Context: an optimization exercise on an open-source flow, tuned for small area, a short achievable clock period and few clock cycles per item. The choices shown serve that exercise and are no tape-out recipe.
At most, simulation tests tie the RTL to the original design; equivalence was not proved.
No activity file was given, so power comes from the tool's default toggle rates.

## gated_pulse_count_accumulator
module gated_pulse_count_accumulator (
	input  logic                             clk,
	input  logic                             arst_n,
	input  logic                             sample_valid,
	output logic                             sample_ready,
	input  logic [48:0]                      sample,
	output logic                             result_valid,
	input  logic                             result_ready,
	output logic [193:0]                     result,
	input  logic                             cfg_we,
	input  logic [gpca_pkg::CFG_IDX_W-1:0]   cfg_index,
	input  logic [gpca_pkg::CFG_DATA_W-1:0]  cfg_wdata
);
	logic                          active_high;
	logic [gpca_pkg::WINDOW_W-1:0] win_q;
	logic                          win_rnz;
	logic                          win_zero;
	logic [gpca_pkg::FOLD_W-1:0]   thr;
	logic                          busy;
	logic                          busy_next;
	logic                          ready_q;
	logic                          valid_k;
	logic                          valid_s1;
	logic                          valid_s2;
	logic                          adv;
	logic                          load_s1;
	logic                          take_in;
	logic                          valid_k_n;
	assign sample_ready = ready_q;
	assign take_in      = sample_valid && ready_q;
	assign adv          = valid_s1 && (!valid_s2 || result_ready);
	assign load_s1      = !valid_s1 || adv;
	assign valid_k_n    = (valid_k || take_in) && !load_s1;
	always_ff @(posedge clk or negedge arst_n) begin
		if (!arst_n) begin
			ready_q  <= 1'b1;
			valid_k  <= 1'b0;
			valid_s1 <= 1'b0;
			valid_s2 <= 1'b0;
		end else begin
			ready_q <= !valid_k_n && !busy_next;
			valid_k <= valid_k_n;
			if (load_s1) begin
				valid_s1 <= valid_k || take_in;
			end
  ...
Settings: LEC_CHECK=0, CAP_MARGIN=20, CORE_MARGIN=2, CORE_UTILIZATION=60, PLACE_DENSITY=0.75, SLEW_MARGIN=20; clock period 11.0 ns.
standard.sh (not shown) runs the stock make flow with config.mk's settings and CLKGATE_MAP_FILE= SYNTH_SCRIPT=/design/flow/synth_recipe.tcl, a recipe that flattens the netlist after the stock synthesis.
==> flow/flow/run.sh <==
#!/bin/bash
# Own layout flow: the standard layout (standard.sh, unchanged synthesis,
# floorplan, power grid, placement, CTS and routing) with two changes:
#  - ports are buffered with sky130_fd_sc_hd__buf_1 instead of the default
#    delay buffer;
#  - timing repair aims for extra setup slack (SETUP_SLACK_MARGIN).
# Each tool's full output stays in orfs/logs; make's output goes to standard.log.
set -euo pipefail
export BUFFER_PORTS_ARGS="-buffer_cell sky130_fd_sc_hd__buf_1"
export SETUP_SLACK_MARGIN=7.2
bash standard.sh > standard.log 2>&1
Testbench counts at the start, summed over its fixed seeds: cycles 24,128, items 24,000.
Change:
--- a/flow/flow/run.sh
+++ b/flow/flow/run.sh
@@ -10 +10 @@
-export SETUP_SLACK_MARGIN=7.2
+export SETUP_SLACK_MARGIN=6.9
CTS_BUF_LIST = sky130_fd_sc_hd__clkbuf_16   (was unset)
CTS_CLUSTER_DIAMETER = 80   (was unset)
CTS_CLUSTER_SIZE = 24   (was unset)
- final area fell by 6.5%
- count of clock-buffer cells in the layout went down by 32
- synthesized area stays the same
- total power is lower by 14%
- sequential power hardly moves
- clock skew stays flat
Change:
CORE_UTILIZATION = 40   (was 60)
CTS_BUF_LIST = sky130_fd_sc_hd__clkbuf_8   (was sky130_fd_sc_hd__clkbuf_16)
CTS_CLUSTER_DIAMETER = unset   (was 80)
CTS_CLUSTER_SIZE = 32   (was 24)
PLACE_DENSITY = 0.6   (was 0.75)
=>
- worst setup slack improved by 30 ps
- register-to-register slack is about the same
- synthesized area is unchanged
- sequential power stays flat
Change:
--- a/flow/flow/run.sh
+++ b/flow/flow/run.sh
@@ -10 +10 @@
-export SETUP_SLACK_MARGIN=6.9
+export SETUP_SLACK_MARGIN=7.2
CTS_CLUSTER_SIZE = 24   (was 32)
After rerunning:
- count of clock-buffer cells in the layout increases by 2
- maximum frequency increases slightly
- die area does not change
- via count is about the same
- power increases by a few percent
- clock power increases by a few percent
- global-route usage increases by 0.41 points
- register-to-register slack improved by 180 ps

Another version of the RTL of gated_pulse_count_accumulator (not shown whole).
Size: about 2000 cells after synthesis, about 410 flip-flops, roughly 280 I/O pins, ~0.021 sq mm of cells after synthesis.
==> flow/config.mk <==
export PLATFORM = sky130hd
export DESIGN_NAME = gated_pulse_count_accumulator
export DESIGN_NICKNAME = gated_pulse_count_accumulator
export VERILOG_FILES = /design/flow/design.v
export SDC_FILE = /design/flow/constraint.sdc
export NUM_CORES = 4
export LEC_CHECK = 0
export CAP_MARGIN = 20
export CORE_MARGIN = 2
export CORE_UTILIZATION = 70
export CTS_BUF_LIST = sky130_fd_sc_hd__clkbuf_16
export CTS_CLUSTER_DIAMETER = 100
export CTS_CLUSTER_SIZE = 30
export PLACE_DENSITY = 0.85
export SLEW_MARGIN = 20
==> flow/constraint.sdc <==
create_clock -name core_clock -period 11.0 [get_ports {clk}]
set_input_delay 2.2000 -clock core_clock [delete_from_list [all_inputs] [get_ports {clk}]]
set_output_delay 2.2000 -clock core_clock [all_outputs]
set_load 0.01 [all_outputs]
==> flow/flow/run.sh <==
#!/bin/bash
# Own layout flow: the standard layout (standard.sh, unchanged synthesis,
# floorplan, power grid, placement, CTS and routing) with two changes:
#  - ports are buffered with sky130_fd_sc_hd__buf_1 instead of the default
#    delay buffer;
#  - timing repair aims for extra setup slack (SETUP_SLACK_MARGIN).
# Each tool's full output stays in orfs/logs; make's output goes to standard.log.
set -euo pipefail
export BUFFER_PORTS_ARGS="-buffer_cell sky130_fd_sc_hd__buf_1"
export SETUP_SLACK_MARGIN=7.15
bash standard.sh > standard.log 2>&1
Testbench counts at the start, summed over its fixed seeds: cycles 24,128, items 24,000.
Edit:
CORE_UTILIZATION = 80   (was 70)
CTS_CLUSTER_DIAMETER = 80   (was 100)
CTS_CLUSTER_SIZE = 26   (was 30)
PLACE_DENSITY = 0.9   (was 0.85)
The new run finished with timing, DRC and antenna clean.
Setup slack is worse by 58 ps.
Area after synthesis stays the same.
Wire length came out higher by 8.1%.
Edit:
--- a/flow/flow/run.sh
+++ b/flow/flow/run.sh
@@ -9,3 +9,3 @@
 export BUFFER_PORTS_ARGS="-buffer_cell sky130_fd_sc_hd__buf_1"
-export SETUP_SLACK_MARGIN=7.15
+export SETUP_SLACK_MARGIN=7.3
 bash standard.sh > standard.log 2>&1
CORE_UTILIZATION = 60   (was 80)
CTS_CLUSTER_SIZE = 24   (was 26)
PLACE_DENSITY = 0.75   (was 0.9)
What happened: The new run passed the timing, DRC and antenna checks; utilization shrinks by 20 points; worst setup slack is better by 100 ps; power goes up by about 2.3%; flip-flop and latch count is unchanged; non-clock buffer count went up by 40; final area rose by about 4%; synthesized area stays the same; cell count increases by 6.4%.

Another version of the RTL of gated_pulse_count_accumulator (not shown whole).
Size in the first run: roughly 390 flip-flops, roughly 20000 um2 of cells after synthesis.
clock: 11.0 ns
lec_check: 0
cap_margin: 20
core_margin: 2
core_utilization: 40
place_density: 0.6
slew_margin: 20
run.sh (not shown) runs the stock make flow with config.mk's settings and CLKGATE_MAP_FILE= SYNTH_SCRIPT=/design/flow/synth_recipe.tcl, a recipe that flattens the netlist after the stock synthesis.
Stock flow here: none of the scripts above is used.
The starting point completed with no timing, DRC or antenna violations.
Next try:
SETUP_SLACK_MARGIN = 5   (was not set)
=> Setup slack stays the same. Clock power stays flat. Sequential cell count does not change. Non-clock buffer count does not change. Count of clock-buffer cells in the layout stays the same. Die area stays the same. Final area does not change. Wire length does not change. Power is unchanged. Via count is unchanged. Combinational power hardly moves.
No functional check of the RTL was part of any run of this note.

cedar:
RTL: one of the versions met above, not the one the previous note started from.
Size in the first run: ~400 flip-flops.
clock: 11.0 ns
lec_check: 0
cap_margin: 20
core_margin: 2
core_utilization: 40
cts_buf_list: sky130_fd_sc_hd__clkbuf_8
cts_cluster_size: 32
place_density: 0.6
slew_margin: 20
standard.sh (not shown) runs the stock make flow with config.mk's settings and CLKGATE_MAP_FILE= SYNTH_SCRIPT=/design/flow/synth_recipe.tcl, a recipe that flattens the netlist after the stock synthesis.
==> flow/flow/run.sh <==
#!/bin/bash
# Own layout flow: the standard layout (standard.sh, unchanged synthesis,
# floorplan, power grid, placement, CTS and routing) with two changes:
#  - ports are buffered with sky130_fd_sc_hd__buf_1 instead of the default
#    delay buffer;
#  - timing repair aims for extra setup slack (SETUP_SLACK_MARGIN).
# Each tool's full output stays in orfs/logs; make's output goes to standard.log.
set -euo pipefail
export BUFFER_PORTS_ARGS="-buffer_cell sky130_fd_sc_hd__buf_1"
export SETUP_SLACK_MARGIN=7.2
bash standard.sh > standard.log 2>&1
Testbench counts of cedar, summed over its fixed seeds: cycles 24,128, items 24,000.
What maple does differently from cedar at the input level:
- CTS_CLUSTER_SIZE: 32 -> unset
==> flow/flow/run.sh <==
#!/bin/bash
# Own layout flow: the standard layout (standard.sh, unchanged synthesis,
# floorplan, power grid, placement, CTS and routing) with two changes:
#  - ports are buffered with sky130_fd_sc_hd__buf_2 instead of the default
#    delay buffer;
#  - timing repair aims for extra setup slack (SETUP_SLACK_MARGIN).
# Each tool's full output stays in orfs/logs; make's output goes to standard.log.
set -euo pipefail
export BUFFER_PORTS_ARGS="-buffer_cell sky130_fd_sc_hd__buf_2"
export SETUP_SLACK_MARGIN=7.2
bash standard.sh > standard.log 2>&1
==> comparison <==
Part of the total power dissipated in the clock network was lower in the run labelled maple. Diff cedar -> maple | length of routed met2 wiring | down slightly. Diff maple..cedar | global routing usage summed across all routing layers | negligible. The power per cell area reported for maple is smaller than that of cedar by about 0.8%. cedar → maple: net switching component of the power roughly the same, global-route met2 utilization lower, number of cell instances on the worst register-to-register path higher, worst hold slack higher, final period utilization lower. maple vs. cedar: static leakage power has increased, area added between synthesis and finish higher.
Input changes introduced in zinc (baseline for comparison: maple):
- removing CTS_BUF_LIST (formerly sky130_fd_sc_hd__clkbuf_8)
==> notes.md <==
STATUS final worst-path setup slack: zinc loses against maple
Re wire length per cell: zinc and maple aren't equal, and the higher value belongs to zinc.
Against maple, final routed wirelength across all metal layers in zinc rose slightly.
diff inputs: zinc => quartz
- a change of PLACE_DENSITY from 0.6 to 0.75
- an added CTS_CLUSTER_SIZE of 24
- an added CTS_BUF_LIST of sky130_fd_sc_hd__clkbuf_16
- a change of CORE_UTILIZATION from 40 to 60
- an added CTS_CLUSTER_DIAMETER of 80
==> flow/flow/run.sh <==
#!/bin/bash
# Own layout flow: the standard layout (standard.sh, unchanged synthesis,
# floorplan, power grid, placement, CTS and routing) with two changes:
#  - ports are buffered with sky130_fd_sc_hd__buf_1 instead of the default
#    delay buffer;
#  - timing repair aims for extra setup slack (SETUP_SLACK_MARGIN).
# Each tool's full output stays in orfs/logs; make's output goes to standard.log.
set -euo pipefail
export BUFFER_PORTS_ARGS="-buffer_cell sky130_fd_sc_hd__buf_1"
export SETUP_SLACK_MARGIN=7.2
bash standard.sh > standard.log 2>&1
Results
Compare zinc and quartz | switching power as a share of total power lower: zinc
Compared with zinc, quartz instantiates a smaller number of cells.
quartz -> zinc: maximum frequency from static timing analysis flat
Cmp zinc and quartz / total design power / lower: quartz

Another version of the RTL of gated_pulse_count_accumulator (not shown whole).
For scale: about 1900 cells after synthesis.
==> flow/config.mk <==
export PLATFORM = sky130hd
export DESIGN_NAME = gated_pulse_count_accumulator
export DESIGN_NICKNAME = gated_pulse_count_accumulator
export VERILOG_FILES = /design/flow/design.v
export SDC_FILE = /design/flow/constraint.sdc
export NUM_CORES = 4
export LEC_CHECK = 0
export CAP_MARGIN = 20
export CORE_MARGIN = 2
export CORE_UTILIZATION = 40
export PLACE_DENSITY = 0.6
export SLEW_MARGIN = 20
==> flow/constraint.sdc <==
create_clock -name core_clock -period 11.0 [get_ports {clk}]
set_input_delay 2.2000 -clock core_clock [delete_from_list [all_inputs] [get_ports {clk}]]
set_output_delay 2.2000 -clock core_clock [all_outputs]
set_load 0.01 [all_outputs]
==> flow/flow/run.sh <==
#!/bin/bash
# Own layout flow: the standard layout (standard.sh, unchanged synthesis,
# floorplan, power grid, placement, CTS and routing) with two changes:
#  - ports are buffered with sky130_fd_sc_hd__buf_2 instead of the default
#    delay buffer;
#  - timing repair aims for extra setup slack (SETUP_SLACK_MARGIN).
# Each tool's full output stays in orfs/logs; make's output goes to standard.log.
set -euo pipefail
export BUFFER_PORTS_ARGS="-buffer_cell sky130_fd_sc_hd__buf_2"
export SETUP_SLACK_MARGIN=6
bash standard.sh > standard.log 2>&1
Rerun with:
==> flow/run.sh (new file) <==
#!/bin/bash
# synth_recipe.tcl (not shown) runs the flow's synth.tcl, then flattens the netlist and writes it again
# the make line also repeats each setting of config.mk as NAME=value (left out here)
make -C /OpenROAD-flow-scripts/flow DESIGN_CONFIG=/design/flow/config.mk WORK_HOME=/design/flow/orfs CLKGATE_MAP_FILE= SYNTH_SCRIPT=/design/flow/synth_recipe.tcl finish
removed: flow/flow/run.sh
removed: flow/standard.sh
Outcome:
- critical path depth does not change
- synthesized area is unchanged
- fmax fell by 6.5%
- register-to-register slack degrades by 0.33 ns
- die area is unchanged
- sequential share of layout area fell by 2.1 points
- worst setup slack degrades by 0.33 ns
Function was not checked in any run of this note: the RTL went through the layout flow alone.

RTL: one of the versions met above, not the one the previous note started from.
Size: ~2000 cells after synthesis, roughly 410 flip-flops, roughly 280 I/O pins, about 21000 µm² of cells after synthesis.
==> flow/config.mk <==
export PLATFORM = sky130hd
export DESIGN_NAME = gated_pulse_count_accumulator
export DESIGN_NICKNAME = gated_pulse_count_accumulator
export VERILOG_FILES = /design/flow/design.v
export SDC_FILE = /design/flow/constraint.sdc
export NUM_CORES = 4
export LEC_CHECK = 0
export CAP_MARGIN = 20
export CORE_MARGIN = 2
export CORE_UTILIZATION = 60
export CTS_BUF_LIST = sky130_fd_sc_hd__clkbuf_16
export CTS_CLUSTER_DIAMETER = 80
export CTS_CLUSTER_SIZE = 24
export PLACE_DENSITY = 0.75
export SLEW_MARGIN = 20
==> flow/constraint.sdc <==
create_clock -name core_clock -period 11.0 [get_ports {clk}]
set_input_delay 2.2000 -clock core_clock [delete_from_list [all_inputs] [get_ports {clk}]]
set_output_delay 2.2000 -clock core_clock [all_outputs]
set_load 0.01 [all_outputs]
==> flow/flow/run.sh <==
#!/bin/bash
# Own layout flow: the standard layout (standard.sh, unchanged synthesis,
# floorplan, power grid, placement, CTS and routing) with two changes:
#  - ports are buffered with sky130_fd_sc_hd__buf_1 instead of the default
#    delay buffer;
#  - timing repair aims for extra setup slack (SETUP_SLACK_MARGIN).
# Each tool's full output stays in orfs/logs; make's output goes to standard.log.
set -euo pipefail
export BUFFER_PORTS_ARGS="-buffer_cell sky130_fd_sc_hd__buf_1"
export SETUP_SLACK_MARGIN=7.0
bash standard.sh > standard.log 2>&1
The first run completed with no timing, DRC or antenna violations.
Testbench counts at the start, summed over its fixed seeds: cycles 24,128, items 24,000.
==> next run, changes <==
--- a/flow/flow/run.sh
+++ b/flow/flow/run.sh
@@ -10 +10 @@
-export SETUP_SLACK_MARGIN=7.0
+export SETUP_SLACK_MARGIN=7.3
Settings changed: CORE_UTILIZATION 60 to 70, CTS_CLUSTER_SIZE 24 to 26, PLACE_DENSITY 0.75 to 0.85.
After rerunning:
- hold slack gains 9.3 ps
- count of clock-buffer cells in the layout fell by 2
- routed wire length rose by roughly a tenth
- maximum frequency rose slightly
- sequential cell count does not change
- clock power fell by a few percent
- core utilization rose by 15 points
==> next run, changes <==
--- a/flow/flow/run.sh
+++ b/flow/flow/run.sh
@@ -10 +10 @@
-export SETUP_SLACK_MARGIN=7.3
+export SETUP_SLACK_MARGIN=7.15
After rerunning: The changed run passed the timing, DRC and antenna checks. Global-route usage goes down by 0.92 points. Utilization goes down by 2.6 points. Total power goes down by about 4%. First-iteration DRC count goes down by 10%. Flip-flop and latch count does not change. Clock skew hardly moves. Clock power goes down by about 0.8%. Worst setup slack gains 56 ps. Cell area goes down by about 3%. Count of clock-buffer cells in the layout goes down by 1.

==> re-timing with driven ports <==
The flow's constraints put no driver on any port. The routed layouts listed below were extracted and timed again, unchanged, in two steps.
Step 1, drivers: a clkbuf_16 drives clk and a buf_2 each remaining input, both assumed.
Step 2 adds t to the input delays and takes it off the output delays; t is the mean of the earliest and latest rising clock arrival at the registers after step 1. Input paths then give back, and output paths get back, about the clock's delay inside the block.
a / b / c = ideal ports / drivers / drivers and shift; a / b = the first two.
| run | t, ns | setup WS [ns] | clock arrival spread, ns | worst data-port slew with drivers (ns) | cell pins on the clock port's net |
|---|---|---|---|---|---|
| the first run of note 1 | 0.601 | 6.985 / 6.986 / 6.385 | 0.017 / 0.018 | 0.08 | 1 |
| the second run of note 1 | 0.581 | 6.950 / 6.981 / 6.399 | 0.022 / 0.023 | 0.06 | 1 |
| the third run of note 1 | 0.687 | 6.980 / 6.986 / 6.299 | 0.032 / 0.032 | 0.10 | 1 |
| the fourth run of note 1 | 0.678 | 7.018 / 7.018 / 6.340 | 0.035 / 0.035 | 0.08 | 1 |
| the first run of note 2 | 0.585 | 7.205 / 7.226 / 6.645 | 0.025 / 0.025 | 0.05 | 1 |
| the second run of note 2 | 0.589 | 7.147 / 7.170 / 6.581 | 0.028 / 0.027 | 0.07 | 1 |
| the third run of note 2 | 0.596 | 7.249 / 7.251 / 6.660 | 0.026 / 0.026 | 0.09 | 1 |
| the first run of note 3 | 0.633 | 5.399 / 5.399 / 5.399 | 0.029 / 0.029 | 0.09 | 1 |
| the second run of note 3 | 0.633 | 5.399 / 5.399 / 5.399 | 0.029 / 0.029 | 0.09 | 1 |
| cedar | 0.681 | 7.042 / 7.041 / 6.359 | 0.039 / 0.039 | 0.07 | 1 |
| maple | 0.675 | 7.067 / 7.078 / 6.403 | 0.040 / 0.040 | 0.07 | 1 |
| zinc | 0.614 | 6.999 / 7.012 / 6.398 | 0.017 / 0.018 | 0.07 | 1 |
| quartz | 0.595 | 6.987 / 6.987 / 6.393 | 0.030 / 0.031 | 0.07 | 1 |
| the first run of note 5 | 0.625 | 6.318 / 6.318 / 6.206 | 0.036 / 0.035 | 0.07 | 1 |
| the second run of note 5 | 0.628 | 5.990 / 5.990 / 5.614 | 0.016 / 0.016 | 0.08 | 1 |
| the first run of note 6 | 0.587 | 7.078 / 7.103 / 6.516 | 0.029 / 0.029 | 0.05 | 1 |
| the second run of note 6 | 0.583 | 7.106 / 7.106 / 6.711 | 0.024 / 0.023 | 0.07 | 1 |
| the third run of note 6 | 0.587 | 7.162 / 7.166 / 6.580 | 0.023 / 0.023 | 0.05 | 1 |
After both steps every run listed still meets setup and hold. The setup slack of cedar, which loses most, moves by -0.001 ns with the drivers and by -0.683 ns with both steps.
